Source: an optimization exercise on an open RTL-to-GDS flow (aim: small area). Production flows keep margins and buffers that such runs may drop. In this exercise RTL edits were held to simulation tests only and were not proved equivalent to the original. Power is estimated from default activity; no workload was simulated.

==> flow/design.v <==
package snn_pkg;
	localparam int NUM_NEURONS = 16;	 
	localparam int NUM_ROWS = 8;		 
	localparam int DATA_W = 8;			 
	typedef logic signed [7:0] weight_t;
	typedef logic signed [11:0] sum_t;	 
	typedef logic [2:0] row_t;
	typedef logic [3:0] nidx_t;
	typedef logic [1:0] grp_code_t;		 
	typedef logic [3:0] block_id_t;
	typedef struct packed {
		logic valid;
		block_id_t id;
		grp_code_t grp;
		logic [3:0] rows_used;
		logic [5:0] outputs;
	} block_cfg_t;
	function automatic int group_size(grp_code_t code);
		group_size = 1 << code;
	endfunction
endpackage
`timescale 1ns/1ps
module weight_loader #(
	parameter int NEURONS = 16,
	parameter int ROWS = 8
) (
	input logic CLK,
	input logic RESET_N,
	input logic W_VALID,
	input snn_pkg::weight_t WEIGHT_IN,
	output logic W_REQUEST,
	output logic W_SET_DONE,
	output logic wr_en,
	output snn_pkg::row_t wr_row,
	output snn_pkg::nidx_t wr_neuron,
	output snn_pkg::weight_t wr_data
);
	logic last_wr;
	assign wr_en = W_VALID & ~W_SET_DONE;	 
	assign wr_data = WEIGHT_IN;
	assign last_wr = wr_en && (wr_neuron == snn_pkg::nidx_t'(NEURONS - 1))
		&& (wr_row == snn_pkg::row_t'(ROWS - 1));
	always_ff @(posedge CLK or negedge RESET_N) begin
		if (!RESET_N) begin
			wr_neuron <= '0;
			wr_row <= '0;
			W_SET_DONE <= 1'b0;
			W_REQUEST <= 1'b0;
		end else begin
			W_REQUEST <= ~(W_SET_DONE | last_wr);	 
			if (last_wr)
				W_SET_DONE <= 1'b1;
			if (wr_en) begin
				if (wr_neuron == snn_pkg::nidx_t'(NEURONS - 1)) begin
					wr_neuron <= '0;
					wr_row <= wr_row + 1'b1;
				end else begin
					wr_neuron <= wr_neuron + 1'b1;
				end
			end
		end
	end
endmodule
`timescale 1ns/1ps
module weight_mem #(
	parameter int NEURONS = 16,
	parameter int ROWS = 8
) (
	input logic CLK,
	input logic RESET_N,
	input logic wr_en,
	input snn_pkg::row_t wr_row,		 
	input snn_pkg::nidx_t wr_neuron,
	input snn_pkg::weight_t wr_data,
	input snn_pkg::row_t rd_row,
	output snn_pkg::weight_t [NEURONS-1:0] rd_weights
);
	localparam int HALF = NEURONS / 2;
	logic [2:0] ph;
	logic [2:0] ph1;
	logic [NEURONS-1:0][ROWS-1:0][7:0] ring;
	logic [HALF-1:0][7:0] pend;		 
	logic [NEURONS-1:0] ins;
	logic [ROWS-1:0] sel;			 
	assign ph1 = ph + 3'd1;
	always_ff @(posedge CLK) begin
		ph <= ph1;
	end
	always_comb begin
		logic hi;
		snn_pkg::row_t prow;
		for (int p = 0; p < HALF; p++) begin
			hi = (wr_neuron > 4'(p + HALF)) || (wr_neuron <= 4'(p));
			prow = (wr_neuron > 4'(p)) ? wr_row : wr_row - 3'd1;
			ins[p] = !hi && (prow == ph1);
			ins[p + HALF] = hi && (prow == ph1);
		end
	end
	always_ff @(posedge CLK) begin
		if (wr_en)
			pend[wr_neuron[2:0]] <= wr_data;
		for (int n = 0; n < NEURONS; n++) begin
			ring[n][0] <= ins[n] ? pend[n % HALF] : ring[n][ROWS-1];
			for (int k = 1; k < ROWS; k++)
				ring[n][k] <= ring[n][k-1];
		end
		for (int k = 0; k < ROWS; k++)
			sel[k] <= (3'(k) == ph1 - rd_row);
	end
	always_comb begin
		for (int n = 0; n < NEURONS; n++) begin
			rd_weights[n] = '0;
			for (int k = 0; k < ROWS; k++)
				rd_weights[n] |= ring[n][k] & {8{sel[k]}};
		end
	end
endmodule
`timescale 1ns/1ps
module front_ctrl #(
	parameter int BLOCK_ID = 0,
	parameter int NEURONS = 16
) (
	input logic CLK,
	input logic RESET_N,
	input snn_pkg::block_cfg_t CFG,
	input logic START,
	input logic EN,
	input logic [snn_pkg::DATA_W-1:0] DATA_IN,
	output snn_pkg::row_t rd_row,
	output logic [NEURONS-1:0] spikes,
	output logic acc_en,
	output logic clear,
	output logic FRONT_DONE,
	output snn_pkg::grp_code_t grp_code,
	output logic [5:0] outputs
);
	logic [3:0] rows_used_q;
	logic [3:0] beat_cnt;		 
	logic beat;
	logic v1;
	logic v1_last;
	logic [snn_pkg::DATA_W-1:0] d1;
	always_ff @(posedge CLK or negedge RESET_N) begin
		if (!RESET_N) begin
			grp_code <= '0;
			rows_used_q <= '0;
			outputs <= '0;
		end else if (CFG.valid && (CFG.id == snn_pkg::block_id_t'(BLOCK_ID))) begin
			grp_code <= CFG.grp;
			rows_used_q <= CFG.rows_used;
			outputs <= CFG.outputs;
		end
	end
	assign beat = EN & ~START & ~FRONT_DONE & (beat_cnt < rows_used_q);
	assign rd_row = snn_pkg::row_t'(beat_cnt);	 
	assign clear = START;
	assign acc_en = v1;
	always_ff @(posedge CLK or negedge RESET_N) begin
		if (!RESET_N) begin
			beat_cnt <= 4'd15;
			v1_last <= 1'b0;
			FRONT_DONE <= 1'b0;
		end else begin
			v1_last <= beat && (beat_cnt + 4'd1 == rows_used_q);
			if (START) begin
				beat_cnt <= '0;
				FRONT_DONE <= 1'b0;
			end else begin
				if (beat)
					beat_cnt <= beat_cnt + 4'd1;
				if (v1_last)
					FRONT_DONE <= 1'b1;	 
			end
		end
	end
	always_ff @(posedge CLK) begin
		v1 <= beat;
		d1 <= DATA_IN;	 
	end
	always_comb begin
		for (int i = 0; i < NEURONS; i++)
			spikes[i] = d1[i & (snn_pkg::group_size(grp_code) - 1)];
	end
endmodule
`timescale 1ns/1ps
module neuron_array #(
	parameter int NEURONS = 16
) (
	input logic CLK,
	input logic clear,
	input logic acc_en,
	input logic [NEURONS-1:0] spikes,
	input snn_pkg::weight_t [NEURONS-1:0] weights,
	output snn_pkg::sum_t [NEURONS-1:0] sums
);
	logic [NEURONS-1:0][11:0] addend;
	logic [NEURONS-1:0][11:0] nxt;
	logic [NEURONS-1:0][12:0] cy;
	always_comb begin
		for (int i = 0; i < NEURONS; i++) begin
			addend[i] = {{4{weights[i][7]}}, weights[i]} & {12{acc_en & spikes[i]}};
			cy[i][0] = 1'b0;
			for (int b = 0; b < 12; b++) begin
				nxt[i][b] = sums[i][b] ^ addend[i][b] ^ cy[i][b];
				cy[i][b+1] = (sums[i][b] & addend[i][b]) | (sums[i][b] & cy[i][b]) | (addend[i][b] & cy[i][b]);
			end
		end
	end
	always_ff @(posedge CLK) begin
		for (int i = 0; i < NEURONS; i++) begin
			if (clear)
				sums[i] <= '0;	 
			else
				sums[i] <= nxt[i];
		end
	end
endmodule
`timescale 1ns/1ps
module spike_readout #(
	parameter int NEURONS = 16
) (
	input logic CLK,
	input logic RESET_N,
	input logic REQUEST,
	input logic FRONT_DONE,
	input snn_pkg::sum_t [NEURONS-1:0] sums,
	input snn_pkg::grp_code_t grp_code,
	input logic [5:0] outputs,
	output logic OUT_SPIKE,
	output logic OUT_SPIKE_VALID,
	output logic BACK_DONE
);
	logic accept;
	logic [4:0] out_lim;
	logic [4:0] rem;				 
	logic seen;						 
	logic [NEURONS-1:0] res;		 
	logic [NEURONS-1:0] res_new;
	logic [NEURONS/2-1:0][12:0] s2;
	logic [NEURONS/4-1:0][13:0] s4;
	assign accept = REQUEST & FRONT_DONE;
	always_comb begin
		logic [4:0] max_out;
		max_out = 5'(NEURONS >> grp_code);
		out_lim = (outputs > 6'(max_out)) ? max_out : outputs[4:0];
	end
	logic [NEURONS/2-1:0][13:0] c2;
	logic [NEURONS/4-1:0][14:0] c4;
	logic [NEURONS/8-1:0][15:0] c8;
	logic [NEURONS/8-1:0] neg8;
	always_comb begin
		logic [12:0] a2, b2;
		logic [13:0] a4, b4;
		logic [14:0] a8, b8;
		for (int j = 0; j < NEURONS/2; j++) begin
			a2 = {sums[2*j][11], sums[2*j]};
			b2 = {sums[2*j+1][11], sums[2*j+1]};
			c2[j][0] = 1'b0;
			for (int b = 0; b < 13; b++) begin
				s2[j][b] = a2[b] ^ b2[b] ^ c2[j][b];
				c2[j][b+1] = (a2[b] & b2[b]) | (a2[b] & c2[j][b]) | (b2[b] & c2[j][b]);
			end
		end
		for (int j = 0; j < NEURONS/4; j++) begin
			a4 = {s2[2*j][12], s2[2*j]};
			b4 = {s2[2*j+1][12], s2[2*j+1]};
			c4[j][0] = 1'b0;
			for (int b = 0; b < 14; b++) begin
				s4[j][b] = a4[b] ^ b4[b] ^ c4[j][b];
				c4[j][b+1] = (a4[b] & b4[b]) | (a4[b] & c4[j][b]) | (b4[b] & c4[j][b]);
			end
		end
		for (int j = 0; j < NEURONS/8; j++) begin
			a8 = {s4[2*j][13], s4[2*j]};
			b8 = {s4[2*j+1][13], s4[2*j+1]};
			c8[j][0] = 1'b0;
			for (int b = 0; b < 14; b++)
				c8[j][b+1] = (a8[b] & b8[b]) | (a8[b] & c8[j][b]) | (b8[b] & c8[j][b]);
			neg8[j] = a8[14] ^ b8[14] ^ c8[j][14];
		end
		for (int j = 0; j < NEURONS; j++) begin
			if (j < NEURONS/8)
				res_new[j] = grp_code[1] ? (grp_code[0] ? ~neg8[j % (NEURONS/8)] : ~s4[j % (NEURONS/4)][13])
					: (grp_code[0] ? ~s2[j % (NEURONS/2)][12] : ~sums[j][11]);
			else if (j < NEURONS/4)
				res_new[j] = grp_code[1] ? ~s4[j % (NEURONS/4)][13]
					: (grp_code[0] ? ~s2[j % (NEURONS/2)][12] : ~sums[j][11]);
			else if (j < NEURONS/2)
				res_new[j] = grp_code[0] ? ~s2[j % (NEURONS/2)][12] : ~sums[j][11];
			else
				res_new[j] = ~sums[j][11];
		end
	end
	always_ff @(posedge CLK or negedge RESET_N) begin
		if (!RESET_N) begin
			rem <= '0;
			seen <= 1'b0;
		end else if (accept) begin
			rem <= out_lim;
			seen <= 1'b1;
		end else if (rem != '0) begin
			rem <= rem - 5'd1;
		end
	end
	always_ff @(posedge CLK) begin
		if (accept)
			res <= res_new;
		else
			res <= res >> 1;
	end
	assign OUT_SPIKE_VALID = (rem != '0);
	assign OUT_SPIKE = OUT_SPIKE_VALID & res[0];
	assign BACK_DONE = seen & (rem == '0);
endmodule
`timescale 1ns/1ps
module snn_block_top #(
	parameter int BLOCK_ID = 0,
	parameter int NEURONS = snn_pkg::NUM_NEURONS,
	parameter int ROWS = snn_pkg::NUM_ROWS
) (
	input logic CLK,
	input logic RESET_N,
	input logic [16:0] CFG,			 
	input logic W_VALID,
	input logic [7:0] WEIGHT_IN,		 
	output logic W_REQUEST,
	output logic W_SET_DONE,
	input logic START,
	input logic EN,
	input logic [snn_pkg::DATA_W-1:0] DATA_IN,
	input logic REQUEST,
	output logic FRONT_DONE,
	output logic OUT_SPIKE,
	output logic OUT_SPIKE_VALID,
	output logic BACK_DONE
);
	logic wr_en;
	snn_pkg::row_t wr_row;
	snn_pkg::nidx_t wr_neuron;
	snn_pkg::weight_t wr_data;
	snn_pkg::row_t rd_row;
	snn_pkg::weight_t [NEURONS-1:0] rd_weights;	 
	logic [NEURONS-1:0] spikes;
	logic acc_en;
	logic clear;
	snn_pkg::grp_code_t grp_code;
	logic [5:0] outputs;
	snn_pkg::sum_t [NEURONS-1:0] sums;
	weight_loader #(.NEURONS(NEURONS), .ROWS(ROWS)) i_loader (
		.CLK(CLK), .RESET_N(RESET_N), .W_VALID(W_VALID), .WEIGHT_IN(WEIGHT_IN),
		.W_REQUEST(W_REQUEST), .W_SET_DONE(W_SET_DONE), .wr_en(wr_en),
		.wr_row(wr_row), .wr_neuron(wr_neuron), .wr_data(wr_data)
	);
	weight_mem #(.NEURONS(NEURONS), .ROWS(ROWS)) i_mem (
		.CLK(CLK), .RESET_N(RESET_N), .wr_en(wr_en), .wr_row(wr_row),
		.wr_neuron(wr_neuron), .wr_data(wr_data), .rd_row(rd_row),
		.rd_weights(rd_weights)
	);
	front_ctrl #(.BLOCK_ID(BLOCK_ID), .NEURONS(NEURONS)) i_front (
		.CLK(CLK), .RESET_N(RESET_N), .CFG(CFG), .START(START), .EN(EN),
		.DATA_IN(DATA_IN), .rd_row(rd_row), .spikes(spikes), .acc_en(acc_en),
		.clear(clear), .FRONT_DONE(FRONT_DONE), .grp_code(grp_code), .outputs(outputs)
	);
	neuron_array #(.NEURONS(NEURONS)) i_neurons (
		.CLK(CLK), .clear(clear), .acc_en(acc_en),
		.spikes(spikes), .weights(rd_weights), .sums(sums)
	);
	spike_readout #(.NEURONS(NEURONS)) i_readout (
		.CLK(CLK), .RESET_N(RESET_N), .REQUEST(REQUEST), .FRONT_DONE(FRONT_DONE),
		.sums(sums), .grp_code(grp_code), .outputs(outputs), .OUT_SPIKE(OUT_SPIKE),
		.OUT_SPIKE_VALID(OUT_SPIKE_VALID), .BACK_DONE(BACK_DONE)
	);
endmodule
==> flow/flow/run.sh <==
#!/bin/bash
# The standard layout (standard.sh) with changes that leave the registers
# as the standard synthesis makes them:
#  - after Yosys extracts full adders, fixfa.py picks each adder's polarity
#    (a full adder is self-dual) so fewer inverters sit around the adders;
#  - ABC maps the logic with an area-recovering script (abc_map.script, used in
#    place of ORFS's abc_speed.script);
#  - clock tree synthesis leaves out dummy loads and uses clkbuf_8 clusters.
# Every other ORFS script is used unchanged from a copy of $FLOW_HOME/scripts.
# standard.sh's output goes to standard.log; ORFS keeps each step's log under
# orfs/logs/.
set -euo pipefail
cd "$(dirname "$0")/.."
rm -rf scripts_local
cp -r "$FLOW_HOME/scripts" scripts_local
cp flow/abc_map.script scripts_local/abc_speed.script
cp flow/fixfa.py scripts_local/fixfa.py
python3 flow/patch_synth.py scripts_local/synth.tcl > patch.log 2>&1
export SCRIPTS_DIR="$PWD/scripts_local"
export CTS_ARGS="-sink_clustering_enable -repair_clock_nets -dont_use_dummy_load -buf_list sky130_fd_sc_hd__clkbuf_8 -sink_clustering_size 18 -sink_clustering_max_diameter 55"
bash standard.sh > standard.log 2>&1
==> flow/flow/abc_map.script <==
&get -n
&st
&syn2
&dch -f
&nf -R 1000 -p -F 10 -A 6 -C 32
&put
==> flow/flow/fixfa.py <==
#!/usr/bin/env python3
"""Choose the polarity of each extracted full adder ($fa) so that fewer
inverters sit between adders and flip-flops. A full adder is self-dual:
FA(~a,~b,~c) = ~FA(a,b,c), so an adder may take complemented inputs and give
complemented outputs. Flipped adders get $_NOT_ cells on every input and
output; ABC later removes the inverter pairs this creates. Usage:
fixfa.py in.json out.json"""
import json, sys, random

src, dst = sys.argv[1], sys.argv[2]
d = json.load(open(src))
top = None
for name, m in d["modules"].items():
    if m.get("attributes", {}).get("top") not in (None, 0, "0", "00000000000000000000000000000000"):
        top = name
if top is None:
    top = [n for n, m in d["modules"].items() if m.get("cells")][0]
m = d["modules"][top]
cells = m["cells"]

drv = {}
for cn, c in cells.items():
    for p, bits in c["connections"].items():
        if c.get("port_directions", {}).get(p) == "output":
            for i, b in enumerate(bits):
                if isinstance(b, int):
                    drv[b] = (cn, p, i)

def root(b):
    par = 0
    while isinstance(b, int) and b in drv and cells[drv[b][0]]["type"] == "$_NOT_":
        b = cells[drv[b][0]]["connections"]["A"][0]
        par ^= 1
    return b, par

fas = [cn for cn, c in cells.items() if c["type"] == "$fa"
       and all(len(c["connections"][p]) == 1 for p in "ABCXY")]
idx = {cn: i for i, cn in enumerate(fas)}
# Each adder input pin: (fa index, root bit, parity, root kind, root fa index)
pins = []
for cn in fas:
    for p in "ABC":
        b = cells[cn]["connections"][p][0]
        r, par = root(b)
        if not isinstance(r, int):
            continue  # constant
        kind, g = "fixed", -1
        if r in drv:
            rc = cells[drv[r][0]]
            if rc["type"] == "$fa" and drv[r][0] in idx:
                kind, g = "fa", idx[drv[r][0]]
            elif not rc["type"].startswith("$_DFF") and not rc["type"].startswith("$dff") \
                    and not rc["type"].startswith("$_SDFF") and not rc["type"].startswith("$_DFFE") \
                    and not rc["type"].startswith("$adff") and not rc["type"].startswith("$_ALDFF"):
                kind = "logic"
        pins.append((idx[cn], r, par, kind, g))

flip = [0] * len(fas)
by_fa = [[] for _ in fas]
for k, (f, r, par, kind, g) in enumerate(pins):
    by_fa[f].append(k)
    if g >= 0:
        by_fa[g].append(k)

def cost():
    need = set()
    for f, r, par, kind, g in pins:
        if kind == "logic":
            continue
        want = par ^ flip[f]
        have = flip[g] if kind == "fa" else 0
        if want != have:
            need.add((r, want))
    return len(need)

best = cost()
start = best
random.seed(1)
order = list(range(len(fas)))
for it in range(30):
    improved = False
    random.shuffle(order)
    for f in order:
        flip[f] ^= 1
        c = cost()
        if c < best:
            best = c
            improved = True
        else:
            flip[f] ^= 1
    if not improved:
        break
# Pairs of linked adders (carry chains) flipped together
for it in range(10):
    improved = False
    for f, r, par, kind, g in pins:
        if kind != "fa":
            continue
        flip[f] ^= 1; flip[g] ^= 1
        c = cost()
        if c < best:
            best = c; improved = True
        else:
            flip[f] ^= 1; flip[g] ^= 1
    if not improved:
        break
print(f"fixfa: {len(fas)} adders, inverter roots {start} -> {best}, {sum(flip)} flipped")

nxt = max([b for c in cells.values() for bits in c["connections"].values() for b in bits if isinstance(b, int)] + [1]) + 1
def newbit():
    global nxt
    nxt += 1
    return nxt - 1
n = 0
for i, cn in enumerate(fas):
    if not flip[i]:
        continue
    c = cells[cn]
    for p in "ABC":
        b = c["connections"][p][0]
        nb = newbit()
        cells[f"$fafix_not_{n}"] = {"hide_name": 1, "type": "$_NOT_", "parameters": {}, "attributes": {},
            "port_directions": {"A": "input", "Y": "output"}, "connections": {"A": [b], "Y": [nb]}}
        n += 1
        c["connections"][p] = [nb]
    for p in "XY":
        b = c["connections"][p][0]
        nb = newbit()
        cells[f"$fafix_not_{n}"] = {"hide_name": 1, "type": "$_NOT_", "parameters": {}, "attributes": {},
            "port_directions": {"A": "input", "Y": "output"}, "connections": {"A": [nb], "Y": [b]}}
        n += 1
        c["connections"][p] = [nb]
d["modules"] = {top: m}
json.dump(d, open(dst, "w"))
==> flow/flow/patch_synth.py <==
#!/usr/bin/env python3
"""Insert the adder polarity step (fixfa.py) into a copy of ORFS's synth.tcl,
right after extract_fa. Usage: patch_synth.py path/to/synth.tcl"""
import sys
p = sys.argv[1]
s = open(p).read()
anchor = "  extract_fa {*}[dont_use_extract_fa_args]\n"
assert s.count(anchor) == 1, "extract_fa line not found"
s = s.replace(anchor, anchor + """  opt_clean
  write_json $::env(RESULTS_DIR)/fa_pre.json
  exec python3 $::env(SCRIPTS_DIR)/fixfa.py $::env(RESULTS_DIR)/fa_pre.json $::env(RESULTS_DIR)/fa_post.json >@ stdout
  delete $::env(DESIGN_NAME)
  read_json $::env(RESULTS_DIR)/fa_post.json
  hierarchy -top $::env(DESIGN_NAME)
""")
open(p, "w").write(s)
==> flow/standard.sh <==
#!/bin/bash
# synth_recipe.tcl (not shown) runs the flow's synth.tcl, then flattens the netlist and writes it again
# the make line also repeats each setting of config.mk as NAME=value (left out here)
make -C /OpenROAD-flow-scripts/flow DESIGN_CONFIG=/design/flow/config.mk WORK_HOME=/design/flow/orfs CLKGATE_MAP_FILE= SYNTH_SCRIPT=/design/flow/synth_recipe.tcl "${@:-finish}"
==> flow/config.mk <==
export PLATFORM = sky130hd
export DESIGN_NAME = snn_block_top
export DESIGN_NICKNAME = snn_block_top
export VERILOG_FILES = /design/flow/design.v
export SDC_FILE = /design/flow/constraint.sdc
export NUM_CORES = 4
export LEC_CHECK = 0
export CAP_MARGIN = 20
export CORE_MARGIN = 2
export CORE_UTILIZATION = 70
export CTS_BUF_LIST = sky130_fd_sc_hd__clkbuf_8
export CTS_CLUSTER_DIAMETER = 55
export CTS_CLUSTER_SIZE = 18
export SLEW_MARGIN = 20
==> flow/constraint.sdc <==
create_clock -name core_clock -period 25.0 [get_ports {CLK}]
set_input_delay 5.0000 -clock core_clock [delete_from_list [all_inputs] [get_ports {CLK}]]
set_output_delay 5.0000 -clock core_clock [all_outputs]
set_load 0.01 [all_outputs]
==> flow_summary.yaml, run 1 <==
outcome:
  status: "no timing/DRC/antenna violations"
timing:
  max_clock_freq_mhz: 125.8
  setup_violations: 0
  slew_viol_final: 0
  skew_ps: 72.49
  finalHoldViolCount: 0
  period_share: 0.3180
  worstMarginPinSlew_ps: 1147
  setup_tns_ps: 0
  rsz0062_at_grt: "no"
  layout_min_cycle_time_ps: 7950
  max_slew_margin: 0.2338
power_and_ir_drop:
  p_seq_frac: 0.655
  pwr_density_cell_nw_per_um2: 111.2
  power.switching_uw: 1642
  cellLeakagePower_uw: 0.01939
  internal-power_uw: 3678
  combPwrFrac: 0.164
  p_clk_frac: 0.181
  ir_drop_v: 0.00007828
  swShare: 0.3086
placed_design:
  place_congestion: 0.8933
  hpwl_um: 72080
  dp.cells: 4065
  port_buffers: 44
finish:
  stdcell_count: 4159
  nets: 3712
  layout-drive-gt1-share: 0.04680
  area_growth_syn_to_layout_pct: 7.189
clock_network:
  postCtsResizedCells: 0
  root_buffer: "clkbuf_8"
  postCtsHoldBufs: 0
  clock_path_buffers: 3
  cts-buffers-inserted: 93
  clk_pin_slew_ps: 100
  clock-sinks: 1349
  cts-htree-levels: 3
  postCtsSetupBuffers: 0
  insertion_delay_ps: 740
  cts_tree: "yes"
floorplan:
  rows: 92
  dieArea_um2: 65760
  initial_core_util: 0.7072
  die_x_um: 256.4
  die_h_um: 256.4
  core_um2: 63080
  ios: 45
worst_setup_path:
  crit_required_ps: 25600
  critPathTopFamily: "adder cells"
  slowest_stage: "fa_1"
  r2r-end: "i_readout.res[0]$_DFF_P_"
  r2r_slack_ps: 17050
  r2r-start: "i_neurons.sums[12]$_SDFF_PP0_"
  cp_data_arrival_time_ps: 8550
  critPathMaxStageDelay_ps: 500
  cp-end-kind: "flop"
  cp-start-kind: "flop"
  path_buf_inv: 3
  critical_path.most_common_cell: "fa_1"
  critical_path.max_fanout: 2
  worst-r2r-cell-count: 25
  path_class: "reg2reg"
detailed_routing:
  wire_per_inst_um: 26.41
  vias_per_cell: 6.488
  postRouteAntennaNets: 0
  vias: 26980
  drt_iter0_markers: 3303
  drcViolationCount: 0
  wl_um: 109800
  drtPass1Iterations: 9
global_routing:
  grt_pass1_wl_um: 170300
  grtUsageTotal: 0.3409
  grt_pass1_vias: 28730
  grt_remaining_overflow: 0
  antenna_found_initial: 2
  grt_max_degree: 95
job:
  maxCapViolations: 0
synth:
  async_flop_share: 0.02446
  yosysUniqueCellTypes: 46
  syn_avg_cell_area_um2: 14.24
  synth-seq-area-share: 0.6235
  synth.area.top_cells: "dfxtp_1 56%, fa_1 14%, a222oi_1 4.5%"
  synthCells: 3133
  synth_top_area_cell: "dfxtp_1"
  netlist_area_um2: 44610
  yosys_warnings: 5
  yosysTopAreaCellShare: 0.5618
  synth_edf_count: 64
  synth_flop_cell: "dfxtp_1"
  ys_ff_latch: 1349
hold_path:
  worstHoldEndpoint: "i_mem.ring[928]$_DFF_P_"
  worstHoldStart: "i_mem.ring[920]$_DFF_P_"
  holdCritPathClass: "reg2reg"
  whs_path_depth: 0
## Yosys cell counts, types with 10 or more instances
library cell	count
dfxtp_1	1252
fa_1	304
a222oi_1	199
nand2_1	191
nor2b_1	180
mux2_1	141
a31oi_1	119
a22oi_1	99
o21ai_0	97
nor2_1	68
edfxtp_1	64
ha_1	55
a221oi_1	49
a22o_1	48
a21oi_1	41
clkinv_1	37
dfrtp_1	29
xnor2_1	28
xor2_1	25
o22ai_1	16
nor3_1	13
a41oi_1	12
nand3_1	11
nand2b_1	10
## layout make-up
class | count | area (um2)
diodes | 1 | 2.502
clock buffers | 93 | 1280
fillers | 4038 | 15260
inverters | 37 | 138.9
multi-input cells | 1749 | 16720
flip-flops and latches | 1349 | 27850
well taps | 846 | 1059
repair buffers | 84 | 774.5
## placed cells by master (no fill, tap or decap), drive strengths merged, types with 16 or more instances in the layout
cell / instances
a21oi: 41
a221oi: 49
a222oi: 199
a22o: 48
a22oi: 99
a31oi: 119
buf: 42
clkbuf: 93
clkdlybuf4s50: 42
clkinv: 37
dfrtp: 29
dfxtp: 1252
edfxtp: 64
fa: 304
ha: 55
mux2: 141
nand2: 191
nor2: 68
nor2b: 180
o21ai: 97
o22ai: 16
xnor2: 28
xor2: 25
## sequential cells by signal (all words and copies together) (netlist names), 3 cells and up
signal               flops
i_front.d1               8
i_loader.wr_row          3
i_front.beat_cnt         4
i_mem.sel                8
i_mem.ph                 3
i_front.rows_used_q      4
i_neurons.sums         192
i_loader.wr_neuron       4
i_readout.rem            5
i_front.outputs          6
i_readout.res           16
i_mem.pend              64
i_mem.ring            1024
## stage by stage
stage / hold WS, ps / cell area, um2 / worst slack, ps / util / total power [uW]
final: 303.8 / 47820 / 17050 / 0.7580 / 5320
after CTS: 306.7 / 47790 / 17030 / 0.7576 / 5311
after global routing: 300.9 / 47820 / 16740 / 0.7580 / 5559
after global placement: 331.4 / 46500 / 17150 / 0.7371 / 4268
after floorplan: 329.8 / 44620 / 16030 / - / 3881
after detailed placement: 335.0 / 46510 / 17060 / 0.7373 / 4360
## layer usage
| layer | wire length [um] | share of wire | global-route usage |
|---|---|---|---|
| met1 | 43730 | 0.40 | 0.4700 |
| met2 | 51600 | 0.47 | 0.5467 |
| met3 | 10070 | 0.092 | 0.06010 |
| met4 | 4444 | 0.040 | 0.1298 |
| met5 | 0 | 0 | 0 |
## power groups by stage
stage	logic (uW)	registers [uW]	clock network [uW]
floorplan	532	3350	0
global placement	823	3450	0
detailed placement	854	3510	0
CTS	863	3470	976
global route	942	3560	1050
finish	873	3480	962
## worst max path at each step
stage | from | to | depth (start not counted)
after floorplan | W_VALID | i_loader.wr_row[1]$_DFFE_PN0P_ | 4
after global placement | i_neurons.sums[48]$_SDFF_PP0_ | i_readout.res[0]$_DFF_P_ | 25
after detailed placement | i_neurons.sums[0]$_SDFF_PP0_ | i_readout.res[0]$_DFF_P_ | 25
after CTS | i_neurons.sums[12]$_SDFF_PP0_ | i_readout.res[0]$_DFF_P_ | 25
after global routing | i_neurons.sums[12]$_SDFF_PP0_ | i_readout.res[0]$_DFF_P_ | 25
final | i_neurons.sums[12]$_SDFF_PP0_ | i_readout.res[0]$_DFF_P_ | 25
## logic make-up (layout without fill, tap and decap cells)
group,after synthesis,after routing,synth area share
AO/OA/AOI/OAI,702,702,0.1211
XOR/XNOR,53,53,0.01041
adder cells (fa/ha/maj),359,359,0.1518
buffers and inverters,37,214,0.003113
flip-flops,1349,1349,0.6235
multiplexers,147,147,0.03694
other,1,4,0.00008406
AND/OR/NAND/NOR,485,485,0.05295
==> inputs of run 2 (changes only) <==
--- a/flow/design.v
+++ b/flow/design.v
@@ -85,4 +85,7 @@
 	assign ph1 = ph + 3'd1;
-	always_ff @(posedge CLK) begin
-		ph <= ph1;
+	always_ff @(posedge CLK or negedge RESET_N) begin
+		if (!RESET_N)
+			ph <= '0;
+		else
+			ph <= ph1;
 	end
@@ -258,3 +261,3 @@
 			c2[j][0] = 1'b0;
-			for (int b = 0; b < 13; b++) begin
+			for (int b = 0; b < 12; b++) begin
 				s2[j][b] = a2[b] ^ b2[b] ^ c2[j][b];
@@ -262,2 +265,4 @@
 			end
+			s2[j][12] = (a2[11] & b2[11]) | (a2[11] & s2[j][11]) | (b2[11] & s2[j][11]);
+			c2[j][13] = 1'b0;
 		end
@@ -267,3 +272,3 @@
 			c4[j][0] = 1'b0;
-			for (int b = 0; b < 14; b++) begin
+			for (int b = 0; b < 13; b++) begin
 				s4[j][b] = a4[b] ^ b4[b] ^ c4[j][b];
@@ -271,2 +276,4 @@
 			end
+			s4[j][13] = (a4[12] & b4[12]) | (a4[12] & s4[j][12]) | (b4[12] & s4[j][12]);
+			c4[j][14] = 1'b0;
 		end
@@ -276,5 +283,6 @@
 			c8[j][0] = 1'b0;
-			for (int b = 0; b < 14; b++)
+			for (int b = 0; b < 13; b++)
 				c8[j][b+1] = (a8[b] & b8[b]) | (a8[b] & c8[j][b]) | (b8[b] & c8[j][b]);
-			neg8[j] = a8[14] ^ b8[14] ^ c8[j][14];
+			neg8[j] = (a8[13] & b8[13]) | (a8[13] & ~c8[j][13]) | (b8[13] & ~c8[j][13]);
+			c8[j][15:14] = 2'b00;
 		end
==> flow_summary.yaml, run 2 <==
timing:
  slew_viol_final: 0
  skew_ps: 77.75
  setup_violations: 0
  period_share: 0.3314
  finalHoldViolCount: 0
  worstMarginPinSlew_ps: 1074
  setup_tns_ps: 0
  rsz0062_at_grt: "no"
  max_clock_freq_mhz: 120.7
  max_slew_margin: 0.2807
  holdWs_ps: 309.3
  layout_min_cycle_time_ps: 8285
worst_setup_path:
  r2r-end: "i_readout.res[1]$_DFF_P_"
  r2r_slack_ps: 16720
  path_class: "reg2reg"
  cp-start-kind: "flop"
  worst-r2r-cell-count: 20
  critPathTopFamily: "adder cells"
  path_buf_inv: 2
  critical_path.max_fanout: 2
  cp-end-kind: "flop"
  slowest_stage: "fa_1"
  cp_cell_sequence: "ha_1 -> fa_1 -> fa_1 -> fa_1 -> fa_1 -> fa_1 -> fa_1 -> fa_1 -> fa_1 -> fa_1 -> fa_1 -> clkinv_1 -> fa_1 -> fa_1 -> fa_1 -> clkinv_1 -> maj3_1 -> maj3_1 -> mux4_2 -> mux2_1"
  cp_data_arrival_time_ps: 8850
  r2r-start: "i_neurons.sums[96]$_SDFF_PP0_"
  critPathMaxStageDelay_ps: 490
  critical_path.most_common_cell: "fa_1"
  crit_required_ps: 25570
floorplan:
  initial_core_util: 0.7062
  die_x_um: 256.0
  dieArea_um2: 65560
  core_um2: 62970
  die_h_um: 256.0
  rows: 92
  ios: 45
synth:
  syn_avg_cell_area_um2: 14.37
  yosys_warnings: 5
  synth.area.top_cells: "dfxtp_1 56%, fa_1 14%, a222oi_1 4.6%"
  synth-seq-area-share: 0.6259
  netlist_area_um2: 44470
  async_flop_share: 0.02669
  yosysTopAreaCellShare: 0.5623
  synth_top_area_cell: "dfxtp_1"
  synth_most_common_cell: "dfxtp_1"
  synth_flop_cell: "dfxtp_1"
  yosysUniqueCellTypes: 48
  synthCells: 3094
  ys_ff_latch: 1349
  netlist_top_cells_count: "1,249 x dfxtp_1, 301 x fa_1, 204 x a222oi_1"
  synth_edf_count: 64
hold_path:
  worstHoldStart: "i_mem.ring[743]$_DFF_P_"
  worstHoldEndpoint: "i_mem.ring[751]$_DFF_P_"
  whs_path_depth: 0
  holdCritPathClass: "reg2reg"
clock_network:
  clock-sinks: 1349
  postCtsSetupBuffers: 0
  cts-buffers-inserted: 95
  root_buffer: "clkbuf_8"
  insertion_delay_ps: 740
  cts-htree-levels: 3
  clock_path_buffers: 3
  cts_tree: "yes"
  postCtsHoldBufs: 0
  clk_pin_slew_ps: 110
  postCtsResizedCells: 0
finish:
  regMostFlops: "i_mem.ring"
  layout_common_cells: "1,241 x dfxtp_1, 301 x fa_1, 204 x a222oi_1"
  final_common_cell: "dfxtp_1"
  design_area_um2: 47700
  nets: 3677
  area_growth_syn_to_layout_pct: 7.268
  nFillCells: 3947
  largest_reg_flops: 1024
  stdcell_count: 4131
  final_util: 0.7576
  layout-drive-gt1-share: 0.04936
global_routing:
  grt_pass1_vias: 28570
  antenna_found_initial: 3
  grt_remaining_overflow: 0
  grt_max_degree: 108
  grt_pass1_wl_um: 169200
  grtUsageTotal: 0.3396
placed_design:
  port_buffers: 44
  dp.cells: 4033
  place_congestion: 0.8453
  place_area_um2: 46360
  hpwl_um: 71190
detailed_routing:
  drt_iter0_markers: 3394
  top_layer: "met4"
  wl_um: 108500
  wire_per_inst_um: 26.27
  vias_per_cell: 6.509
  vias: 26890
  wl_met3_um: 11380
  drtPass1Iterations: 8
  postRouteAntennaNets: 0
  drt-met1-wl_um: 43960
  met2_length_um: 48590
  drcViolationCount: 0
job:
  maxCapViolations: 0
power_and_ir_drop:
  cellLeakagePower_uw: 0.01936
  ir_drop_v: 0.00008607
  pwr_density_cell_nw_per_um2: 108.8
outcome:
  status: "no timing/DRC/antenna violations"
## run 2: how the worst max path moves through the flow
stage | startpoint | endpoint | depth (start not counted)
after floorplan | W_VALID | i_loader.wr_row[1]$_DFFE_PN0P_ | 4
after global placement | i_neurons.sums[96]$_SDFF_PP0_ | i_readout.res[1]$_DFF_P_ | 20
after detailed placement | i_neurons.sums[96]$_SDFF_PP0_ | i_readout.res[1]$_DFF_P_ | 20
after CTS | i_neurons.sums[96]$_SDFF_PP0_ | i_readout.res[1]$_DFF_P_ | 20
after global routing | i_neurons.sums[96]$_SDFF_PP0_ | i_readout.res[1]$_DFF_P_ | 20
final | i_neurons.sums[96]$_SDFF_PP0_ | i_readout.res[1]$_DFF_P_ | 20
## run 2: through the flow
stage / total power (uW) / setup slack (ps)
CTS: 5175 / 16650
floorplan: 3753 / 16030
global placement: 4144 / 16810
global route: 5417 / 16370
finish: 5189 / 16720
detailed placement: 4220 / 16710
## run 2: logic make-up after synthesis
| family | Yosys count | share of synthesized area |
|---|---|---|
| buf+inv | 36 | 0.003039 |
| flops | 1349 | 0.6259 |
| fa+ha+maj | 360 | 0.1518 |
| mux | 145 | 0.03683 |
| simple gates | 460 | 0.05104 |
| xor+xnor | 49 | 0.009651 |
| other cells | 1 | 0.00008433 |
| compound gates | 694 | 0.1217 |
## run 2: layer usage
layer,vias up,track usage
li1,11740,-
met2,1348,0.5182
met4,0,0.1327
met3,250,0.08734
met1,13550,0.4715
met5,-,0
## run 2: power by group
group          switching [uW]  internal, uW
Clock                     633           341
Combinational             535           338
Sequential                433          2910
Total                    1600          3590
## run 2: final cells by class
| class | count | area (um2) | area share |
|---|---|---|---|
| sequential | 1349 | 27860 | 0.5841 |
| inverter | 36 | 135.1 | 0.002833 |
| antenna | 3 | 7.507 | 0.0001574 |
| clock buffer | 95 | 1308 | 0.02741 |
| timing repair buffer | 90 | 785.8 | 0.01647 |
| tap | 846 | 1059 | 0.02219 |
| multi-input combinational | 1712 | 16540 | 0.3468 |
==> inputs of run 3 (changes only) <==
--- a/flow/flow/run.sh
+++ b/flow/flow/run.sh
@@ -7,2 +7,3 @@
 #    place of ORFS's abc_speed.script);
+#  - ports are buffered with buf_1 cells;
 #  - clock tree synthesis leaves out dummy loads and uses clkbuf_8 clusters.
@@ -19,2 +20,3 @@
 export SCRIPTS_DIR="$PWD/scripts_local"
+export BUFFER_PORTS_ARGS="-buffer_cell sky130_fd_sc_hd__buf_1"
 export CTS_ARGS="-sink_clustering_enable -repair_clock_nets -dont_use_dummy_load -buf_list sky130_fd_sc_hd__clkbuf_8 -sink_clustering_size 18 -sink_clustering_max_diameter 55"
==> flow_summary.yaml, run 3 <==
placed_design:
  hpwl_um: 72640
  place_congestion: 0.8640
  port_buffers: 44
detailed_routing:
  vias: 26940
  drcViolationCount: 0
  wl_um: 109100
  drtPass1Iterations: 9
  wire_per_inst_um: 26.39
  drt_iter0_markers: 3372
  postRouteAntennaNets: 0
  vias_per_cell: 6.519
timing:
  worstMarginPinSlew_ps: 1172
  setup_violations: 0
  finalHoldViolCount: 0
  max_slew_margin: 0.2169
  skew_ps: 91.55
  slew_viol_final: 0
  setup_tns_ps: 0
  period_share: 0.3325
  rsz0062_at_grt: "no"
  holdWs_ps: 285.4
  max_clock_freq_mhz: 120.3
  layout_min_cycle_time_ps: 8313
clock_network:
  root_buffer: "clkbuf_8"
  postCtsResizedCells: 0
  insertion_delay_ps: 750
  clock-sinks: 1349
  clock_path_buffers: 3
  clk_pin_slew_ps: 100
  cts_tree: "yes"
  cts-buffers-inserted: 92
  postCtsHoldBufs: 0
  cts-htree-levels: 3
  postCtsSetupBuffers: 0
finish:
  regMostFlops: "i_mem.ring"
  final_common_cell: "dfxtp_1"
  layout_common_cells: "1,241 x dfxtp_1, 301 x fa_1, 204 x a222oi_1"
  layout-drive-gt1-share: 0.04845
  nets: 3677
  area_growth_syn_to_layout_pct: 6.595
  largest_reg_flops: 1024
synth:
  synth_edf_count: 64
  synth.area.top_cells: "dfxtp_1 56%, fa_1 14%, a222oi_1 4.6%"
  syn_avg_cell_area_um2: 14.37
  netlist_area_um2: 44470
  synth-seq-area-share: 0.6259
  yosys_warnings: 5
  synth_flop_cell: "dfxtp_1"
  synth_most_common_cell: "dfxtp_1"
  yosysTopAreaCellShare: 0.5623
  yosysUniqueCellTypes: 48
  synthCells: 3094
  netlist_top_cells_count: "1,249 x dfxtp_1, 301 x fa_1, 204 x a222oi_1"
  async_flop_share: 0.02669
  ys_ff_latch: 1349
  synth_top_area_cell: "dfxtp_1"
worst_setup_path:
  r2r_slack_ps: 16690
  crit_required_ps: 25580
  cp-end-kind: "flop"
  worst-r2r-cell-count: 18
  cp-start-kind: "flop"
  path_class: "reg2reg"
  critical_path.max_fanout: 2
  cp_data_arrival_time_ps: 8890
  r2r-end: "i_readout.res[1]$_DFF_P_"
  startpoint: "i_neurons.sums[144]$_SDFF_PP0_"
  endpoint: "i_readout.res[1]$_DFF_P_"
  r2r-start: "i_neurons.sums[144]$_SDFF_PP0_"
power_and_ir_drop:
  ir_drop_v: 0.00008438
  cellLeakagePower_uw: 0.01924
  pwr_density_cell_nw_per_um2: 109.1
outcome:
  status: "no timing/DRC/antenna violations"
floorplan:
  core_um2: 62970
  rows: 92
  die_h_um: 256.0
  ios: 45
  dieArea_um2: 65560
  initial_core_util: 0.7062
  die_x_um: 256.0
hold_path:
  holdCritPathClass: "reg2reg"
global_routing:
  grt_pass1_wl_um: 169200
  grt_remaining_overflow: 0
  grt_max_degree: 97
  antenna_found_initial: 5
  grtUsageTotal: 0.3370
  grt_pass1_vias: 28480
job:
  maxCapViolations: 0
==> run 3: kinds of logic after synthesis <==
kind of cell / count (synthesis) / synth area share
xor gates and xnor gates: 49 / 0.009651
muxes: 145 / 0.03683
and+or+nand+nor: 460 / 0.05104
buffers and inverters: 36 / 0.003039
DFF: 1349 / 0.6259
other: 1 / 0.00008433
AOI/OAI and AO/OA: 694 / 0.1217
adders and majority gates: 360 / 0.1518
==> run 3: layout make-up <==
class                   count  area [um2]
fillers                  4038       15560
flip-flops and latches   1349       27860
well taps                 846        1059
multi-input cells        1712       16530
inverters                  36       135.1
diodes                      5       12.51
clock buffers              92        1266
repair buffers             93       538.0
==> run 3: power breakdown <==
group | switching [uW] | total [uW] | internal (uW)
sequential | 438 | 3350 | 2910
combinational | 532 | 862 | 330
clock | 633 | 963 | 330
total | 1600 | 5170 | 3570
==> run 3: metal layers <==
metal,routed length [um],vias up,global-route usage
met1,45430,13680,0.4865
met5,0,-,0
met3,9957,216,0.05991
met4,3802,0,0.1079
li1,-,11750,-
met2,49870,1299,0.5251
==> run 3: through the flow <==
stage	utilization	cell area, um2	total power, uW	instances	setup slack (ps)
floorplan	-	44480	3753	3097	16030
global placement	0.7324	46110	4140	4036	16810
detailed placement	0.7324	46110	4215	4036	16700
CTS	0.7525	47380	5161	4128	16650
global route	0.7528	47400	5399	4133	16430
finish	0.7528	47400	5172	4133	16690
==> run 3: critical path: stages (launching register included) <==
cell and delay [ps]:
dfxtp_1 350, ha_1 220, fa_1 450, fa_1 460, fa_1 460, fa_1 460, fa_1 470, fa_1 470
fa_1 480, fa_1 460, fa_1 470, fa_1 480, fa_1 520, fa_1 450, fa_1 450, maj3_1 400
maj3_1 370, mux4_2 450, mux2_1 290
==> run 3: worst min path at each step <==
stage / start / endpoint / slack (ps) / cells after the start
finish: i_mem.ring[64]$_DFF_P_ / i_mem.ring[72]$_DFF_P_ / 290 / 0
global route: i_mem.ring[374]$_DFF_P_ / i_mem.ring[382]$_DFF_P_ / 290 / 0
CTS: i_mem.ring[374]$_DFF_P_ / i_mem.ring[382]$_DFF_P_ / 280 / 0
detailed placement: i_mem.ring[626]$_DFF_P_ / i_mem.ring[634]$_DFF_P_ / 340 / 0
global placement: i_mem.ring[420]$_DFF_P_ / i_mem.ring[428]$_DFF_P_ / 330 / 0
floorplan: i_mem.ring[71]$_DFF_P_ / i_mem.ring[79]$_DFF_P_ / 330 / 0
==> inputs of run 4 (changes only) <==
--- a/flow/config.mk
+++ b/flow/config.mk
@@ -9,3 +9,3 @@
 export CORE_MARGIN = 2
-export CORE_UTILIZATION = 70
+export CORE_UTILIZATION = 80
 export CTS_BUF_LIST = sky130_fd_sc_hd__clkbuf_8
==> flow_summary.yaml, run 4 <==
clock_network:
  insertion_delay_ps: 720
  postCtsResizedCells: 0
  cts-htree-levels: 3
  cts-buffers-inserted: 87
  postCtsSetupBuffers: 0
  root_buffer: "clkbuf_8"
  postCtsHoldBufs: 0
  cts_tree: "yes"
  clock-sinks: 1349
  clk_pin_slew_ps: 110
  clock_path_buffers: 3
finish:
  largest_reg_flops: 1024
  layout-drive-gt1-share: 0.04705
  regMostFlops: "i_mem.ring"
  final_util: 0.8585
  stdcell_count: 4024
  nets: 3668
  area_growth_syn_to_layout_pct: 6.154
  final_common_cell: "dfxtp_1"
  layout_common_cells: "1,241 x dfxtp_1, 301 x fa_1, 204 x a222oi_1"
floorplan:
  die_h_um: 239.8
  rows: 86
  initial_core_util: 0.8087
  ios: 45
  core_um2: 54990
  dieArea_um2: 57490
  die_x_um: 239.8
synth:
  synthAdderAreaFrac: 0.1518
  netlist_top_cells_count: "1,249 x dfxtp_1, 301 x fa_1, 204 x a222oi_1"
  synthCells: 3094
  synth-seq-area-share: 0.6259
  ys_ff_latch: 1349
  synth-xor-area-share: 0.009651
  synth-simple-area-share: 0.05104
  synth_most_common_cell: "dfxtp_1"
  yosys_warnings: 5
  synth_top_family_by_area: "adder cells"
  yosysTopAreaCellShare: 0.5623
  synth_compound_area_frac: 0.1217
  yosysUniqueCellTypes: 48
  synth.area.top_cells: "dfxtp_1 56%, fa_1 14%, a222oi_1 4.6%"
  async_flop_share: 0.02669
  synth_edf_count: 64
  synth.area.mux_share: 0.03683
  netlist_area_um2: 44470
  syn_avg_cell_area_um2: 14.37
  synth_flop_cell: "dfxtp_1"
  synth_top_area_cell: "dfxtp_1"
detailed_routing:
  drtPass1Iterations: 8
  vias_per_cell: 6.832
  postRouteAntennaNets: 0
  drcViolationCount: 0
  vias: 27490
  wl_um: 110700
  wire_per_inst_um: 27.50
  drt_iter0_markers: 3199
timing:
  finalHoldViolCount: 0
  layout_min_cycle_time_ps: 8250
  setup_tns_ps: 0
  period_share: 0.3300
  worstMarginPinSlew_ps: 1088
  max_clock_freq_mhz: 121.2
  setup_violations: 0
  slew_viol_final: 0
  max_slew_margin: 0.2745
  rsz0062_at_grt: "no"
  skew_ps: 53.97
worst_setup_path:
  cp-end-kind: "flop"
  worst-r2r-cell-count: 20
  r2r-end: "i_readout.res[1]$_DFF_P_"
  critical_path.max_fanout: 2
  cp_data_arrival_time_ps: 8850
  r2r-start: "i_neurons.sums[96]$_SDFF_PP0_"
  cp-start-kind: "flop"
  r2r_slack_ps: 16750
  path_class: "reg2reg"
  crit_required_ps: 25600
placed_design:
  port_buffers: 44
  hpwl_um: 72940
  place_congestion: 0.8643
  dp.cells: 3934
global_routing:
  grt_pass1_vias: 29730
  grt_max_degree: 96
  grt_pass1_wl_um: 171100
  antenna_found_initial: 1
  grt_remaining_overflow: 0
  grtUsageTotal: 0.3973
power_and_ir_drop:
  p_total_uw: 5180
  cellLeakagePower_uw: 0.01919
  pwr_density_cell_nw_per_um2: 109.7
  ir_drop_v: 0.00009805
hold_path:
  worstHoldEndpoint: "i_mem.ring[460]$_DFF_P_"
  whs_path_depth: 0
  worstHoldStart: "i_mem.ring[452]$_DFF_P_"
  holdCritPathClass: "reg2reg"
outcome:
  status: "no timing/DRC/antenna violations"
job:
  maxCapViolations: 0
run 4: cell count changes in the layout (fill, tap and decap cells not counted), moves of 2 or more:
cell	delta
clkbuf_8	-5
buf_4	-4
a31oi_2	+2
a31oi_1	-2
diode_2	-2
run 4: how the worst max path moves through the flow:
| stage | slack [ps] | depth (start not counted) | endpoint | start |
|---|---|---|---|---|
| 2_1_floorplan | 16030 | 4 | i_loader.wr_row[1]$_DFFE_PN0P_ | W_VALID |
| 3_3_place_gp | 16830 | 20 | i_readout.res[1]$_DFF_P_ | i_neurons.sums[96]$_SDFF_PP0_ |
| 3_5_place_dp | 16720 | 20 | i_readout.res[1]$_DFF_P_ | i_neurons.sums[96]$_SDFF_PP0_ |
| 4_1_cts | 16710 | 20 | i_readout.res[1]$_DFF_P_ | i_neurons.sums[96]$_SDFF_PP0_ |
| 5_1_grt | 16450 | 20 | i_readout.res[1]$_DFF_P_ | i_neurons.sums[96]$_SDFF_PP0_ |
| 6_report | 16750 | 20 | i_readout.res[1]$_DFF_P_ | i_neurons.sums[96]$_SDFF_PP0_ |
run 4: logic make-up after synthesis:
family                     count (synthesis)
and+or+nand+nor                          460
muxes                                    145
xor gates and xnor gates                  49
other                                      1
buffers and inverters                     36
DFF                                     1349
AOI/OAI and AO/OA                        694
adders and majority gates                360
run 4: worst max-delay path: stages (launching register included):
cell,delay (ps)
dfxtp_1,330
ha_1,220
fa_1,470
fa_1,470
fa_1,460
fa_1,470
fa_1,470
fa_1,460
fa_1,460
fa_1,460
fa_1,470
fa_1,440
clkinv_1,80
fa_1,410
fa_1,560
clkinv_1,70
maj3_1,350
maj3_1,390
maj3_1,360
mux4_2,450
mux2_1,290
run 4: per-stage QoR:
stage,setup WS (ps),hold slack [ps],cell area [um2]
2_1_floorplan,16030,329.8,44480
3_3_place_gp,16830,331.0,45970
3_5_place_dp,16720,335.5,45970
4_1_cts,16710,336.8,47170
5_1_grt,16450,337.4,47200
6_report,16750,338.3,47200
run 4: routing by layer:
layer | up-vias | share of wire | global-route usage
met5 | - | 0 | 0
met4 | 0 | 0.055 | 0.2004
met3 | 345 | 0.11 | 0.09865
met2 | 1557 | 0.46 | 0.6216
met1 | 13860 | 0.38 | 0.5222
li1 | 11730 | - | -
run 4: layout make-up:
cell class / count / area (um2)
Inverter: 36 / 135.1
Tap cell: 748 / 935.9
Fill cell: 2666 / 7781
Multi-Input combinational cell: 1712 / 16560
Timing Repair Buffer: 89 / 508.0
Clock buffer: 87 / 1197
Sequential cell: 1349 / 27860
Antenna cell: 3 / 7.507
run 4: power breakdown:
| part | internal, uW | leakage (uW) | switching [uW] |
|---|---|---|---|
| clock network | 314 | 0.000626 | 626 |
| logic | 331 | 0.00723 | 553 |
| registers | 2910 | 0.0113 | 447 |
==> inputs of run 5 (changes only) <==
--- a/flow/config.mk
+++ b/flow/config.mk
@@ -7,3 +7,3 @@
 export LEC_CHECK = 0
-export CAP_MARGIN = 20
+export CAP_MARGIN = 5
 export CORE_MARGIN = 2
@@ -13,2 +13,2 @@
 export CTS_CLUSTER_SIZE = 18
-export SLEW_MARGIN = 20
+export SLEW_MARGIN = 5
==> flow_summary.yaml, run 5 <==
outcome:
  status: "no timing/DRC/antenna violations"
placed_design:
  hpwl_um: 72940
  place_area_um2: 45970
  place_congestion: 0.8643
  port_buffers: 44
power_and_ir_drop:
  cellLeakagePower_uw: 0.01918
  internal-power_uw: 3554
  ir_drop_v: 0.00008575
  combPwrFrac: 0.170
  pwr_density_cell_nw_per_um2: 109.8
  p_clk_frac: 0.182
  power.switching_uw: 1624
  swShare: 0.3137
  p_seq_frac: 0.648
finish:
  seqCellArea_um2: 27860
  nets: 3668
  regMostFlops: "i_mem.ring"
  final_common_cell: "dfxtp_1"
  largest_reg_flops: 1024
  nFillCells: 2621
  multi_input_area_um2: 16520
  design_area_um2: 47170
  area_growth_syn_to_layout_pct: 6.072
  layout_common_cells: "1,241 x dfxtp_1, 301 x fa_1, 204 x a222oi_1"
  layout-drive-gt1-share: 0.04552
floorplan:
  die_x_um: 239.8
  initial_core_util: 0.8087
  dieArea_um2: 57490
  rows: 86
  die_h_um: 239.8
  core_um2: 54990
  ios: 45
clock_network:
  cts-htree-levels: 3
  root_buffer: "clkbuf_8"
  clk_pin_slew_ps: 110
  postCtsHoldBufs: 0
  clock_path_buffers: 3
  cts_tree: "yes"
  postCtsResizedCells: 0
  cts-buffers-inserted: 87
  insertion_delay_ps: 740
  clock-sinks: 1349
  postCtsSetupBuffers: 0
timing:
  layout_min_cycle_time_ps: 8269
  worstMarginPinSlew_ps: 1250
  max_slew_margin: 0.1623
  finalHoldViolCount: 0
  rsz0062_at_grt: "no"
  slew_viol_final: 0
  setup_violations: 0
  period_share: 0.3307
  max_clock_freq_mhz: 120.9
  setup_tns_ps: 0
  skew_ps: 57.62
hold_path:
  whs_path_depth: 0
  worstHoldStart: "i_mem.ring[261]$_DFF_P_"
  worstHoldEndpoint: "i_mem.ring[269]$_DFF_P_"
  holdCritPathClass: "reg2reg"
synth:
  syn_avg_cell_area_um2: 14.37
  synth_edf_count: 64
  netlist_top_cells_count: "1,249 x dfxtp_1, 301 x fa_1, 204 x a222oi_1"
  synth-xor-area-share: 0.009651
  synth_most_common_cell: "dfxtp_1"
  yosysTopAreaCellShare: 0.5623
  synthCells: 3094
  async_flop_share: 0.02669
  ys_ff_latch: 1349
  synth.area.mux_share: 0.03683
  netlist_area_um2: 44470
  synth.area.top_cells: "dfxtp_1 56%, fa_1 14%, a222oi_1 4.6%"
  yosys_warnings: 5
  synthAdderAreaFrac: 0.1518
  synth_compound_area_frac: 0.1217
  synth-simple-area-share: 0.05104
  yosysUniqueCellTypes: 48
  synth_flop_cell: "dfxtp_1"
  synth-seq-area-share: 0.6259
  synth_top_family_by_area: "adder cells"
  synth_top_area_cell: "dfxtp_1"
worst_setup_path:
  critical_path.max_fanout: 2
  cp-end-kind: "flop"
  path_buf_inv: 0
  worst-r2r-cell-count: 18
  r2r-start: "i_neurons.sums[144]$_SDFF_PP0_"
  path_class: "reg2reg"
  critPathTopFamily: "adder cells"
  crit_required_ps: 25590
  cp_data_arrival_time_ps: 8850
  r2r_slack_ps: 16730
  critical_path.most_common_cell: "fa_1"
  r2r-end: "i_readout.res[1]$_DFF_P_"
  critPathMaxStageDelay_ps: 520
  slowest_stage: "fa_1"
  cp-start-kind: "flop"
  cp_cell_sequence: "ha_1 -> fa_1 -> fa_1 -> fa_1 -> fa_1 -> fa_1 -> fa_1 -> fa_1 -> fa_1 -> fa_1 -> fa_1 -> fa_1 -> fa_1 -> fa_1 -> maj3_1 -> maj3_1 -> mux4_2 -> mux2_1"
global_routing:
  antenna_found_initial: 2
  grt_max_degree: 96
  grt_remaining_overflow: 0
  grt_pass1_vias: 29940
  grt_pass1_wl_um: 171400
  grtUsageTotal: 0.3973
detailed_routing:
  drtPass1Iterations: 13
  vias: 27380
  wl_um: 110500
  vias_per_cell: 6.805
  postRouteAntennaNets: 0
  drcViolationCount: 0
  drt_iter0_markers: 3473
  wire_per_inst_um: 27.46
job:
  maxCapViolations: 0
==> run 5: cell counts after synthesis <==
Identical to the previous run, type by type.
==> run 5: metal layers <==
metal	global-route usage	part of all wire
met1	0.5160	0.37
met5	0	0
met4	0.1960	0.053
met2	0.6307	0.47
met3	0.09854	0.11
==> run 5: worst max-delay path by stage <==
stage	cells past startpoint	start	to
2_1_floorplan	4	W_VALID	i_loader.wr_row[1]$_DFFE_PN0P_
5_1_grt	18	i_neurons.sums[168]$_SDFF_PP0_	i_readout.res[1]$_DFF_P_
4_1_cts	18	i_neurons.sums[144]$_SDFF_PP0_	i_readout.res[1]$_DFF_P_
3_3_place_gp	20	i_neurons.sums[96]$_SDFF_PP0_	i_readout.res[1]$_DFF_P_
3_5_place_dp	20	i_neurons.sums[96]$_SDFF_PP0_	i_readout.res[1]$_DFF_P_
6_report	18	i_neurons.sums[144]$_SDFF_PP0_	i_readout.res[1]$_DFF_P_
==> run 5: kinds of logic after synthesis <==
kind of cell    after synthesis
simple gates                460
mux                         145
fa+ha+maj                   360
flops                      1349
xor+xnor                     49
other cells                   1
compound gates              694
buf+inv                      36
==> run 5: power groups by stage <==
| stage | Clock [uW] | Combinational, uW | Sequential, uW |
|---|---|---|---|
| floorplan | 0 | 522 | 3230 |
| global placement | 0 | 814 | 3300 |
| detailed placement | 0 | 852 | 3370 |
| CTS | 942 | 865 | 3340 |
| global route | 1010 | 942 | 3410 |
| finish | 942 | 882 | 3350 |
==> run 5: per-stage QoR <==
| stage | setup slack, ps | power, uW | hold WS, ps | utilization | std cells |
|---|---|---|---|---|---|
| 2_1_floorplan | 16030 | 3753 | 329.8 | - | 3097 |
| 3_3_place_gp | 16830 | 4118 | 331.0 | 0.8360 | 3934 |
| 3_5_place_dp | 16720 | 4223 | 335.6 | 0.8360 | 3934 |
| 4_1_cts | 16670 | 5145 | 299.3 | 0.8577 | 4021 |
| 5_1_grt | 16450 | 5372 | 294.0 | 0.8578 | 4023 |
| 6_report | 16730 | 5178 | 302.5 | 0.8578 | 4023 |
==> run 5: cell type report <==
class | count | area share
Clock buffer | 87 | 0.02539
Antenna cell | 2 | 0.0001061
Sequential cell | 1349 | 0.5907
Tap cell | 748 | 0.01984
Timing Repair Buffer | 89 | 0.01077
Multi-Input combinational cell | 1712 | 0.3503
Inverter | 36 | 0.002865
==> inputs of run 6 (changes only) <==
--- a/flow/flow/run.sh
+++ b/flow/flow/run.sh
@@ -7,3 +7,2 @@
 #    place of ORFS's abc_speed.script);
-#  - ports are buffered with buf_1 cells;
 #  - clock tree synthesis leaves out dummy loads and uses clkbuf_8 clusters.
@@ -20,4 +19,3 @@
 export SCRIPTS_DIR="$PWD/scripts_local"
-export BUFFER_PORTS_ARGS="-buffer_cell sky130_fd_sc_hd__buf_1"
-export CTS_ARGS="-sink_clustering_enable -repair_clock_nets -dont_use_dummy_load -buf_list sky130_fd_sc_hd__clkbuf_8 -sink_clustering_size 18 -sink_clustering_max_diameter 55"
+export CTS_ARGS="-sink_clustering_enable -repair_clock_nets -dont_use_dummy_load -buf_list sky130_fd_sc_hd__clkbuf_8 -sink_clustering_size 24 -sink_clustering_max_diameter 45"
 bash standard.sh > standard.log 2>&1
--- a/flow/config.mk
+++ b/flow/config.mk
@@ -7,5 +7,5 @@
 export LEC_CHECK = 0
-export CAP_MARGIN = 5
+export CAP_MARGIN = 20
 export CORE_MARGIN = 2
-export CORE_UTILIZATION = 80
+export CORE_UTILIZATION = 70
 export CTS_BUF_LIST = sky130_fd_sc_hd__clkbuf_8
@@ -13,2 +13,2 @@
 export CTS_CLUSTER_SIZE = 18
-export SLEW_MARGIN = 5
+export SLEW_MARGIN = 20
==> flow_summary.yaml, run 6 <==
worst_setup_path:
  r2r_slack_ps: 16790
  cp-start-kind: "flop"
  cp_data_arrival_time_ps: 8850
  cp-end-kind: "flop"
  startpoint: "i_neurons.sums[96]$_SDFF_PP0_"
  r2r-start: "i_neurons.sums[96]$_SDFF_PP0_"
  worst-r2r-cell-count: 20
  path_class: "reg2reg"
  r2r-end: "i_readout.res[1]$_DFF_P_"
  crit_required_ps: 25640
  endpoint: "i_readout.res[1]$_DFF_P_"
  critical_path.max_fanout: 2
placed_design:
  place_congestion: 0.8453
  dp_slack_ps: 16710
  port_buffers: 44
  hpwl_um: 71190
clock_network:
  clock-sinks: 1349
  cts_tree: "yes"
  cts-htree-levels: 4
  postCtsHoldBufs: 0
  postCtsSetupBuffers: 0
  insertion_delay_ps: 800
  root_buffer: "clkbuf_8"
  cts-buffers-inserted: 130
  clk_pin_slew_ps: 80
  clock_path_buffers: 3
  postCtsResizedCells: 0
synth:
  synth_flop_cell: "dfxtp_1"
  async_flop_share: 0.02669
  yosysUniqueCellTypes: 48
  synth.area.top_cells: "dfxtp_1 56%, fa_1 14%, a222oi_1 4.6%"
  yosys_warnings: 5
  syn_avg_cell_area_um2: 14.37
  synth-seq-area-share: 0.6259
  ys_ff_latch: 1349
  netlist_top_cells_count: "1,249 x dfxtp_1, 301 x fa_1, 204 x a222oi_1"
  synthCells: 3094
  synth_most_common_cell: "dfxtp_1"
  synth_top_area_cell: "dfxtp_1"
  synth_edf_count: 64
  yosysTopAreaCellShare: 0.5623
  netlist_area_um2: 44470
power_and_ir_drop:
  ir_drop_v: 0.00008118
  cellLeakagePower_uw: 0.01961
  pwr_density_cell_nw_per_um2: 110.8
finish:
  area_growth_syn_to_layout_pct: 8.346
  layout-drive-gt1-share: 0.05939
  largest_reg_flops: 1024
  layout_common_cells: "1,241 x dfxtp_1, 301 x fa_1, 204 x a222oi_1"
  regMostFlops: "i_mem.ring"
  seqCellArea_um2: 27860
  multi_input_area_um2: 16540
  nets: 3712
  final_common_cell: "dfxtp_1"
  nFillCells: 3908
global_routing:
  grt_pass1_vias: 28820
  antenna_found_initial: 2
  grt_max_degree: 108
  grt_pass1_wl_um: 170600
  grt_remaining_overflow: 0
  grtUsageTotal: 0.3441
timing:
  slew_viol_final: 0
  worstMarginPinSlew_ps: 1064
  finalHoldViolCount: 0
  max_slew_margin: 0.2872
  period_share: 0.3284
  max_clock_freq_mhz: 121.8
  setup_tns_ps: 0
  layout_min_cycle_time_ps: 8211
  setup_violations: 0
  timing.final.ws_setup_ps: 16790
  rsz0062_at_grt: "no"
  skew_ps: 94.13
hold_path:
  holdCritPathClass: "reg2reg"
  worstHoldStart: "i_mem.ring[902]$_DFF_P_"
detailed_routing:
  postRouteAntennaNets: 0
  vias: 26930
  drtPass1Iterations: 8
  drcViolationCount: 0
  vias_per_cell: 6.466
  drt_iter0_markers: 3762
  wl_um: 109400
  wire_per_inst_um: 26.26
floorplan:
  die_x_um: 256.0
  die_h_um: 256.0
  core_um2: 62970
  initial_core_util: 0.7062
  rows: 92
  dieArea_um2: 65560
  ios: 45
outcome:
  status: "no timing/DRC/antenna violations"
job:
  maxCapViolations: 0
[run 6: layout make-up]
type	count	share of cell area
inverter	36	0.002805
tap	846	0.02197
multi-input combinational	1712	0.3434
sequential	1349	0.5783
clock buffer	130	0.03714
antenna	2	0.0001039
timing repair buffer	90	0.01631
[run 6: report_power, final]
group | switching, uW | leakage [uW] | total (uW) | internal, uW
clock | 657 | 0.000935 | 1120 | 464
combinational | 536 | 0.00735 | 874 | 338
sequential | 435 | 0.0113 | 3350 | 2910
[run 6: cell families (layout without fill, tap and decap cells)]
kind of cell	count (synthesis)	in the layout	share of synthesized area
XOR/XNOR	49	49	0.009651
other	1	6	0.00008433
buffers and inverters	36	256	0.003039
flip-flops	1349	1349	0.6259
multiplexers	145	145	0.03683
AO/OA/AOI/OAI	694	694	0.1217
adder cells (fa/ha/maj)	360	360	0.1518
AND/OR/NAND/NOR	460	460	0.05104
[run 6: stage by stage]
stage            util  cells  hold WS [ps]  total power, uW  instance area, um2
2_1_floorplan       -   3097         329.8             3753               44480
5_1_grt        0.7651   4164         290.7             5581               48180
6_report       0.7652   4165         294.5             5341               48180
4_1_cts        0.7646   4163         293.8             5332               48150
3_3_place_gp   0.7362   4033         331.9             4144               46360
3_5_place_dp   0.7362   4033         334.5             4220               46360
[run 6: routing by layer]
| metal | track usage | share of wire | vias to the layer above |
|---|---|---|---|
| met5 | 0 | 0 | - |
| met4 | 0.1462 | 0.040 | 0 |
| met3 | 0.09774 | 0.11 | 230 |
| met2 | 0.5194 | 0.45 | 1379 |
| met1 | 0.4718 | 0.40 | 13510 |
| li1 | - | - | 11810 |
[run 6: worst min-delay path by stage]
| stage | to | depth (start not counted) |
|---|---|---|
| after floorplan | i_mem.ring[79]$_DFF_P_ | 0 |
| after global placement | i_mem.ring[91]$_DFF_P_ | 0 |
| after detailed placement | i_mem.ring[557]$_DFF_P_ | 0 |
| after global routing | i_mem.ring[910]$_DFF_P_ | 0 |
| after CTS | i_mem.ring[910]$_DFF_P_ | 0 |
| final | i_mem.ring[910]$_DFF_P_ | 0 |
[run 6: critical path, cell delays in order (launching register included)]
cell and delay [ps]:
dfxtp_1 330, ha_1 210, fa_1 450, fa_1 470, fa_1 480, fa_1 470
fa_1 470, fa_1 480, fa_1 460, fa_1 470, fa_1 460, fa_1 430
clkinv_1 80, fa_1 410, fa_1 440, fa_1 490, clkinv_1 50, maj3_1 350
maj3_1 360, mux4_2 450, mux2_1 290

## re-timing with driven ports
Ports are ideal in the flow. The routed layouts listed here were re-timed in OpenROAD. Step 1 assumes that a clkbuf_16 drives the clock port and a buf_2 every other input. Step 2 times the ports against the registers' clock, not the clock port: input delays grow and output delays shrink by t, the midpoint of the rising clock arrivals with the driver on. Slacks: no drivers / after step 1 / after step 2; pairs: no drivers / after step 1.
| run | t (ns) | setup WS [ns] | hold WS [ns] | pins driven straight from the clock port |
|---|---|---|---|---|
| run 1 | 0.774 | 17.050 / 17.050 / 17.050 | 0.304 / 0.304 / 0.304 | 1 |
| run 2 | 0.760 | 16.715 / 16.715 / 16.715 | 0.309 / 0.309 / 0.309 | 1 |
| run 3 | 0.775 | 16.687 / 16.687 / 16.687 | 0.285 / 0.285 / 0.285 | 1 |
| run 4 | 0.760 | 16.750 / 16.750 / 16.750 | 0.338 / 0.338 / 0.338 | 1 |
| run 5 | 0.776 | 16.731 / 16.731 / 16.731 | 0.303 / 0.303 / 0.303 | 1 |
| run 6 | 0.822 | 16.789 / 16.789 / 16.789 | 0.295 / 0.295 / 0.295 | 1 |
After both steps every run listed still meets setup and hold.
